Source: an optimization exercise on an open RTL-to-GDS flow (aim: small area and a short achievable clock period). Production flows keep margins and buffers that such runs may drop.
Function was checked by simulation only, so behaviour that the tests miss may differ from the original.
Power and IR drop assume default switching activity.

==> sierra <==
==> flow/design.v (excerpt) <==
module ecg_encoder_top
(
	input  logic                     clk,
	input  logic                     rst_n,
	input  logic                     in_valid,		 
	input  logic                     data_active,
	input  logic                     group_skip,
	input  ecg_pkg::bits_req_t       bits_req,
	input  ecg_pkg::cpec_code_t      cpec_code,
	input  ecg_pkg::cpec_size_t      cpec_size,
	input  ecg_pkg::vec_prefix_t     vec_prefix,
	input  ecg_pkg::vec_len_t        vec_prefix_size,
	input  ecg_pkg::vec_suffix_t     vec_suffix,
	input  ecg_pkg::vec_len_t        vec_suffix_size,
	input  ecg_pkg::ecg_idx_t        ecg_idx,
	input  logic                     component_skip,
	input  logic                     underflow_prevention,
	input  ecg_pkg::stuffing_size_t  stuffing_size,
	input  ecg_pkg::sign_bits_t      sign_bits,
	input  ecg_pkg::sign_size_t      sign_bits_size,
	output ecg_pkg::ecg_word_t       encoded_ecg,
	output ecg_pkg::ecg_size_t       ecg_size,
	output logic                     ecg_valid
);
	localparam int W = ecg_pkg::ECG_WIDTH;
	logic       gsf;		 
	logic       coded;		 
  ...
export LEC_CHECK = 0
export ABC_AREA = 1
export CAP_MARGIN = 20
export CORE_MARGIN = 2
export CORE_UTILIZATION = 40
export GPL_TIMING_DRIVEN = 0
export SETUP_SLACK_MARGIN = 3.0
export SLEW_MARGIN = 20
create_clock -name core_clock -period 6.5 [get_ports {clk}]
standard.sh (not shown) runs the stock make flow with config.mk's settings and CLKGATE_MAP_FILE= SYNTH_SCRIPT=/design/flow/synth_recipe.tcl, a recipe that flattens the netlist after the stock synthesis.
==> flow/flow/run.sh <==
#!/bin/bash
set -euo pipefail
bash standard.sh "ADDER_MAP_FILE=" "BUFFER_PORTS_ARGS=-buffer_cell sky130_fd_sc_hd__buf_1" finish > make_finish.log 2>&1
==> pepper: changes against sierra <==
ABC_AREA = unset   (was 1)
SETUP_SLACK_MARGIN = 1.8   (was 3.0)
==> notes.md <==
outcome no timing/DRC/antenna violations; cell taking the most area after synthesis nand2_1; GRT Total Usage 0.296; Psw 801 uW; Pwr Density 200 mW/mm2; share of cells above drive strength 1 0.229; Tcrit/Tclk final 0.529; pin count of the biggest net entering global routing 13; tap cells roughly 230; Min Hold Slack between 0.7 and 0.8 ns
# the run above: sierra

==> notes.md <==
Pwr Density 198 mW/mm2; GRT Total Usage 0.280; Psw 699 uW; pin count of the biggest net entering global routing 14; outcome no timing/DRC/antenna violations
# the run above: pepper


---

==> run a <==
==> flow/design.v <==
package ecg_pkg;
	localparam int ECG_WIDTH         = 50;	 
	localparam int SIZE_WIDTH        = 6;	 
	localparam int SAMPLES_PER_GROUP = 4;	 
	localparam int MAX_STUFFING      = 17;	 
	localparam int MAX_SIGN_BITS     = 12;	 
	typedef logic [3:0] bits_req_t;
	typedef logic [1:0] ecg_idx_t;
	localparam bits_req_t CPEC_MIN_BITS = 4'd3;	 
	localparam bits_req_t MAX_BITS_REQ  = 4'd9;	 
	localparam ecg_idx_t  LAST_ECG_IDX  = 2'd3;	 
	typedef logic [ECG_WIDTH-1:0] ecg_word_t;
	typedef logic [SIZE_WIDTH-1:0] ecg_size_t;
	typedef logic [SAMPLES_PER_GROUP*MAX_BITS_REQ-1:0] cpec_code_t;
	typedef logic [$clog2(SAMPLES_PER_GROUP*MAX_BITS_REQ+1)-1:0] cpec_size_t;
	typedef logic [6:0] vec_prefix_t;
	typedef logic [4:0] vec_suffix_t;
	typedef logic [2:0] vec_len_t;	 
	typedef logic [MAX_SIGN_BITS-1:0] sign_bits_t;
	typedef logic [$clog2(MAX_SIGN_BITS+1)-1:0] sign_size_t;
	typedef logic [$clog2(MAX_STUFFING+1)-1:0] stuffing_size_t;
	function automatic ecg_word_t place_field(input ecg_word_t value, input ecg_size_t len,
		input ecg_size_t offset);
		ecg_word_t keep;
		ecg_word_t placed;
		keep = ~({ECG_WIDTH{1'b1}} << len);	 
		placed = (value & keep) << (ECG_WIDTH - len);
		placed = placed >> offset;
		place_field = placed;
	endfunction
endpackage
`timescale 1ns/10ps
module ecg_encoder_top
(
	input  logic                     clk,
	input  logic                     rst_n,
	input  logic                     in_valid,		 
	input  logic                     data_active,
	input  logic                     group_skip,
	input  ecg_pkg::bits_req_t       bits_req,
	input  ecg_pkg::cpec_code_t      cpec_code,
	input  ecg_pkg::cpec_size_t      cpec_size,
	input  ecg_pkg::vec_prefix_t     vec_prefix,
	input  ecg_pkg::vec_len_t        vec_prefix_size,
	input  ecg_pkg::vec_suffix_t     vec_suffix,
	input  ecg_pkg::vec_len_t        vec_suffix_size,
	input  ecg_pkg::ecg_idx_t        ecg_idx,
	input  logic                     component_skip,
	input  logic                     underflow_prevention,
	input  ecg_pkg::stuffing_size_t  stuffing_size,
	input  ecg_pkg::sign_bits_t      sign_bits,
	input  ecg_pkg::sign_size_t      sign_bits_size,
	output ecg_pkg::ecg_word_t       encoded_ecg,
	output ecg_pkg::ecg_size_t       ecg_size,
	output logic                     ecg_valid
);
	localparam int W  = ecg_pkg::ECG_WIDTH;
	localparam int S  = 3;			 
	localparam int T  = 3;			 
	localparam int CW = 36 + (1 << S) - 1;	 
	localparam int TW = 15 + (1 << T) - 1;	 
	logic       gsf;		 
	logic       coded;		 
	logic       is_vec;		 
	logic       stuff_on;
	logic       sign_on;
	logic [5:0] end_cpec;		 
	logic [5:0] end_vec;		 
	logic [5:0] tail_len;		 
	logic [5:0] code_end;		 
	logic [5:0] total;
	assign is_vec   = (bits_req < 4'd3);	 
	assign gsf      = data_active && group_skip;
	assign coded    = data_active && !group_skip && (bits_req != 4'd0) && (bits_req <= 4'd9);
	assign stuff_on = (ecg_idx != 2'd0) && underflow_prevention;
	assign sign_on  = (ecg_idx == 2'd3) && !component_skip;
	assign end_cpec  = 6'(bits_req) + cpec_size;
	assign end_vec   = 6'(bits_req) + 6'(vec_prefix_size) + 6'(vec_suffix_size);
	assign code_end  = coded ? (is_vec ? end_vec : end_cpec) : 6'd0;
	assign tail_len  = (stuff_on ? 6'(stuffing_size) : 6'd0) + (sign_on ? 6'(sign_bits_size) : 6'd0);
	assign total     = code_end + tail_len + 6'(coded || gsf);
	logic [4:0]  suffix_keep;
	logic [13:0] vec_code;
	logic [35:0] code;
	assign suffix_keep = ~(5'h1f << vec_suffix_size);
	assign vec_code = (14'(vec_prefix) << vec_suffix_size) | 14'(vec_suffix & suffix_keep);
	assign code     = {cpec_code[35:14], is_vec ? vec_code : cpec_code[13:0]};
	logic [14:0] sign_field;
	always_comb
		for (int j = 0; j < 15; j++)
			sign_field[j] = (sign_on && (4'(j) < sign_bits_size)) ? ((j < 12) ? sign_bits[j] : 1'b0) : 1'b1;
	logic [CW-1:0] code_win;
	logic [TW-1:0] tail_win;
	always_comb
	begin
		logic [CW-1:0] c;
		logic [TW-1:0] t;
		c = {code, {((1 << S) - 1){1'b1}}};
		for (int b = 0; b < S; b++)
			if (code_end[b])
				c = c >> (1 << b);
		code_win = c;
		t = {sign_field, {((1 << T) - 1){1'b0}}};
		for (int b = 0; b < T; b++)
			if (total[b])
				t = ~(~t >> (1 << b));
		tail_win = t;
	end
	logic [CW-1:0] code_q;
	logic [5-S:0]  code_end_q;	 
	logic [3:0]    head_q;		 
	logic [TW-1:0] tail_q;
	logic [5:0]    total_q;
	always_ff @(posedge clk or negedge rst_n)
	begin
		if (!rst_n)
			ecg_valid <= 1'b0;
		else
			ecg_valid <= in_valid;
	end
	always_ff @(posedge clk)
	begin
		code_q     <= code_win;
		code_end_q <= code_end[5:S];
		head_q     <= coded ? bits_req : 4'd0;
		tail_q     <= tail_win;
		total_q    <= total;
	end
	logic [W-1:0] lead_word;	 
	logic [W-1:0] tail_word;	 
	always_comb
	begin
		logic [CW+W-(1<<S):0] c;
		logic [W+TW+W-(1<<T):0] t;
		c = {code_q, {(W-(1 << S)){1'b1}}};
		for (int b = S; b < 6; b++)
			if (code_end_q[b-S])
				c = c >> (1 << b);
		lead_word = c[W-1:0];
		lead_word[W-1] = (head_q == 4'd0);
		for (int p = 1; p < 10; p++)
			if (4'(p) <= head_q)
				lead_word[W-1-p] = (4'(p) < head_q);
		t = {{W{1'b1}}, tail_q, {(W-(1 << T)+1){1'b0}}};
		for (int b = T; b < 6; b++)
			if (total_q[b])
				t = ~(~t >> (1 << b));
		tail_word = t[W-1:0];
	end
	assign encoded_ecg = lead_word & tail_word;
	assign ecg_size    = total_q;
endmodule
==> flow/flow/run.sh <==
#!/bin/bash
set -euo pipefail
bash standard.sh "ADDER_MAP_FILE=" \
	"BUFFER_PORTS_ARGS=-buffer_cell sky130_fd_sc_hd__buf_1" \
	"CTS_ARGS=-sink_clustering_enable -repair_clock_nets -buf_list sky130_fd_sc_hd__clkbuf_8 -dont_use_dummy_load" \
	"MATCH_CELL_FOOTPRINT=0" \
	finish > make_finish.log 2>&1
==> flow/standard.sh <==
#!/bin/bash
# synth_recipe.tcl (not shown) runs the flow's synth.tcl, then flattens the netlist and writes it again
# the make line also repeats each setting of config.mk as NAME=value (left out here)
make -C /OpenROAD-flow-scripts/flow DESIGN_CONFIG=/design/flow/config.mk WORK_HOME=/design/flow/orfs CLKGATE_MAP_FILE= SYNTH_SCRIPT=/design/flow/synth_recipe.tcl "${@:-finish}"
==> flow/config.mk <==
export PLATFORM = sky130hd
export DESIGN_NAME = ecg_encoder_top
export DESIGN_NICKNAME = ecg_encoder_top
export VERILOG_FILES = /design/flow/design.v
export SDC_FILE = /design/flow/constraint.sdc
export NUM_CORES = 4
export LEC_CHECK = 0
export ABC_AREA = 1
export CAP_MARGIN = 20
export CORE_MARGIN = 2
export CORE_UTILIZATION = 45
export CTS_BUF_LIST = sky130_fd_sc_hd__clkbuf_8
export GPL_TIMING_DRIVEN = 0
export SETUP_SLACK_MARGIN = 3.2
export SLEW_MARGIN = 20
==> flow/constraint.sdc <==
create_clock -name core_clock -period 6.5 [get_ports {clk}]
set_input_delay 1.3000 -clock core_clock [delete_from_list [all_inputs] [get_ports {clk}]]
set_output_delay 1.3000 -clock core_clock [all_outputs]
set_load 0.01 [all_outputs]
==> run b (differences from run a) <==
==> flow/design.v (replaced) <==
package ecg_pkg;
	localparam int ECG_WIDTH         = 50;	 
	localparam int SIZE_WIDTH        = 6;	 
	localparam int SAMPLES_PER_GROUP = 4;	 
	localparam int MAX_STUFFING      = 17;	 
	localparam int MAX_SIGN_BITS     = 12;	 
	typedef logic [3:0] bits_req_t;
	typedef logic [1:0] ecg_idx_t;
	localparam bits_req_t CPEC_MIN_BITS = 4'd3;	 
	localparam bits_req_t MAX_BITS_REQ  = 4'd9;	 
	localparam ecg_idx_t  LAST_ECG_IDX  = 2'd3;	 
	typedef logic [ECG_WIDTH-1:0] ecg_word_t;
	typedef logic [SIZE_WIDTH-1:0] ecg_size_t;
	typedef logic [SAMPLES_PER_GROUP*MAX_BITS_REQ-1:0] cpec_code_t;
	typedef logic [$clog2(SAMPLES_PER_GROUP*MAX_BITS_REQ+1)-1:0] cpec_size_t;
	typedef logic [6:0] vec_prefix_t;
	typedef logic [4:0] vec_suffix_t;
	typedef logic [2:0] vec_len_t;	 
	typedef logic [MAX_SIGN_BITS-1:0] sign_bits_t;
	typedef logic [$clog2(MAX_SIGN_BITS+1)-1:0] sign_size_t;
	typedef logic [$clog2(MAX_STUFFING+1)-1:0] stuffing_size_t;
	function automatic ecg_word_t place_field(input ecg_word_t value, input ecg_size_t len,
		input ecg_size_t offset);
		ecg_word_t keep;
		ecg_word_t placed;
		keep = ~({ECG_WIDTH{1'b1}} << len);	 
		placed = (value & keep) << (ECG_WIDTH - len);
		placed = placed >> offset;
		place_field = placed;
	endfunction
endpackage
`timescale 1ns/10ps
module ecg_encoder_top
(
	input  logic                     clk,
	input  logic                     rst_n,
	input  logic                     in_valid,		 
	input  logic                     data_active,
	input  logic                     group_skip,
	input  ecg_pkg::bits_req_t       bits_req,
	input  ecg_pkg::cpec_code_t      cpec_code,
	input  ecg_pkg::cpec_size_t      cpec_size,
	input  ecg_pkg::vec_prefix_t     vec_prefix,
	input  ecg_pkg::vec_len_t        vec_prefix_size,
	input  ecg_pkg::vec_suffix_t     vec_suffix,
	input  ecg_pkg::vec_len_t        vec_suffix_size,
	input  ecg_pkg::ecg_idx_t        ecg_idx,
	input  logic                     component_skip,
	input  logic                     underflow_prevention,
	input  ecg_pkg::stuffing_size_t  stuffing_size,
	input  ecg_pkg::sign_bits_t      sign_bits,
	input  ecg_pkg::sign_size_t      sign_bits_size,
	output ecg_pkg::ecg_word_t       encoded_ecg,
	output ecg_pkg::ecg_size_t       ecg_size,
	output logic                     ecg_valid
);
	localparam int W = ecg_pkg::ECG_WIDTH;
	logic       gsf;		 
	logic       coded;		 
	logic       is_vec;		 
	logic [5:0] code_len;		 
	logic [5:0] data_size;
	logic [5:0] stuff_len;
	logic [5:0] sign_len;
	logic [5:0] total;
	assign is_vec = (bits_req == 4'd1) || (bits_req == 4'd2);
	assign gsf    = data_active && group_skip;
	assign coded  = data_active && !group_skip && (bits_req != 4'd0) && (bits_req <= 4'd9);
	assign code_len  = is_vec ? 6'(vec_prefix_size) + 6'(vec_suffix_size) : cpec_size;
	assign data_size = coded ? 6'(bits_req) + 6'd1 + code_len : 6'(gsf);
	assign stuff_len = ((ecg_idx != 2'd0) && underflow_prevention) ? 6'(stuffing_size) : 6'd0;
	assign sign_len  = ((ecg_idx == 2'd3) && !component_skip) ? 6'(sign_bits_size) : 6'd0;
	assign total     = data_size + stuff_len + sign_len;
	logic [4:0]  suffix_keep;
	logic [13:0] vec_code;
	logic [35:0] code;
	assign suffix_keep = ~(5'h1f << vec_suffix_size);
	assign vec_code = (14'(vec_prefix) << vec_suffix_size) | 14'(vec_suffix & suffix_keep);
	assign code     = is_vec ? 36'(vec_code) : cpec_code;
	logic [W+35:0] main_src;
	logic [W-1:0]  main_word;
	logic [W-1:0]  head_mask;	 
	logic [W-1:0]  head_word;
	logic [W-1:0]  lead_word;	 
	assign main_src  = {code, {W{1'b1}}};
	assign main_word = W'(main_src >> data_size);
	always_comb
	begin
		for (int p = 0; p < W; p++)
		begin
			head_mask[W-1-p] = (p == 0) ? (gsf || coded) : (coded && (4'(p) <= bits_req) && (p < 10));
			head_word[W-1-p] = (p == 0) ? gsf : (coded && (4'(p) < bits_req) && (p < 10));
		end
	end
	logic [14:0]   sign_field;
	always_comb
		for (int j = 0; j < 15; j++)
			sign_field[j] = (4'(j) < sign_len[3:0]) ? ((j < 12) ? sign_bits[j] : 1'b0) : 1'b1;
	assign lead_word = head_mask & head_word | ~head_mask & main_word;
	logic [W-1:0] lead_q;
	logic [5:0]   total_q;
	logic [14:0]  sign_q;
	always_ff @(posedge clk or negedge rst_n)
	begin
		if (!rst_n)
			ecg_valid <= 1'b0;
		else
			ecg_valid <= in_valid;
	end
	always_ff @(posedge clk)
	begin
		lead_q  <= lead_word;
		total_q <= total;
		sign_q  <= sign_field;
	end
	logic [2*W+14:0] tail_src;
	logic [W-1:0]    tail_word;
	assign tail_src  = {{W{1'b1}}, sign_q, {W{1'b0}}};
	assign tail_word = W'(tail_src >> total_q);
	assign encoded_ecg = lead_q & tail_word;
	assign ecg_size    = total_q;
endmodule
==> flow/run.sh (new file) <==
#!/bin/bash
# synth_recipe.tcl (not shown) runs the flow's synth.tcl, then flattens the netlist and writes it again
# the make line also repeats each setting of config.mk as NAME=value (left out here)
make -C /OpenROAD-flow-scripts/flow DESIGN_CONFIG=/design/flow/config.mk WORK_HOME=/design/flow/orfs CLKGATE_MAP_FILE= SYNTH_SCRIPT=/design/flow/synth_recipe.tcl finish
==> flow/config.mk (replaced) <==
export PLATFORM = sky130hd
export DESIGN_NAME = ecg_encoder_top
export DESIGN_NICKNAME = ecg_encoder_top
export VERILOG_FILES = /design/flow/design.v
export SDC_FILE = /design/flow/constraint.sdc
export NUM_CORES = 4
export LEC_CHECK = 0
export CAP_MARGIN = 20
export CORE_MARGIN = 2
export CORE_UTILIZATION = 40
export GPL_TIMING_DRIVEN = 0
export SETUP_SLACK_MARGIN = 1.8
export SLEW_MARGIN = 20
removed: flow/flow/run.sh
removed: flow/standard.sh
==> notes.md <==
item	run b	run a
Met2 WL post-DR	17200 um	10800 um
Per-instance average area after synthesis	7.26 um^2	5.80 um^2
Final cell count without fillers	1480	1584
Fraction of synthesized area in multiplexers	0.113	0.0627
Run status	no timing/DRC/antenna violations	no timing/DRC/antenna violations
Inst Count DP	1424	1570
Multi-input comb cells	853	938
Total half-perimeter wirelength after legalization and detailed placement	30000 um	20700 um
Global routing met1 resource utilization	0.438	0.437
Clock network area share	0.0310	0.0148
Syn Nets	1154	1305
Critical path data arrival time	5.41 ns	1.98 ns
Fraction of layout instances using a drive strength above 1	0.198	0.125
Core Area	18600 um^2	15300 um^2
Flip-flop count of the largest register, all copies and words added	50	43
Pin count of the biggest net entering global routing	14	15
Largest vdd supply drop	0.105 mV	0.0936 mV
Total die area	20000 um^2	16600 um^2
Number of buffers outside the clock class in the layout	285	219
Post-Synth Adder-Cell Area	0.0384	0
WP buf/inv	8	4
Fraction of the mapped netlist area in compound gates	0.358	0.245
Met2 routing resource usage after global routing	0.615	0.461
Library cell contributing the largest single delay on the critical path	fa_2	a221oi_1

## separate check: timing with driven ports
The flow's constraints put no driver on any port. The routed layouts listed below were extracted and timed again, unchanged, in two steps.
Step 1, drivers: a clkbuf_16 drives clk and a buf_2 each remaining input, both assumed.
Step 2 moves the port delays by t, midway between the first and last clock arrival at a register: inputs arrive t later, outputs are due t later. That takes back most of the time a late clock gives input paths.
Three values: ideal ports, drivers, drivers and shift; two values: the first two.
| run | shift t [ns] | setup WS [ns] | cell pins on the clock port's net |
|---|---|---|---|
| sierra | 0.355 | 3.063 / 3.029 / 2.687 | 1 |
| pepper | 0.370 | 1.801 / 1.820 / 1.450 | 1 |
| run a | 0.380 | 3.220 / 3.185 / 2.947 | 1 |
| run b | 0.365 | 1.350 / 1.343 / 0.978 | 1 |
After both steps every run listed still meets setup and hold. For sierra, which loses most, drivers alone change the setup slack by -0.034 ns; drivers and shift together by -0.376 ns.
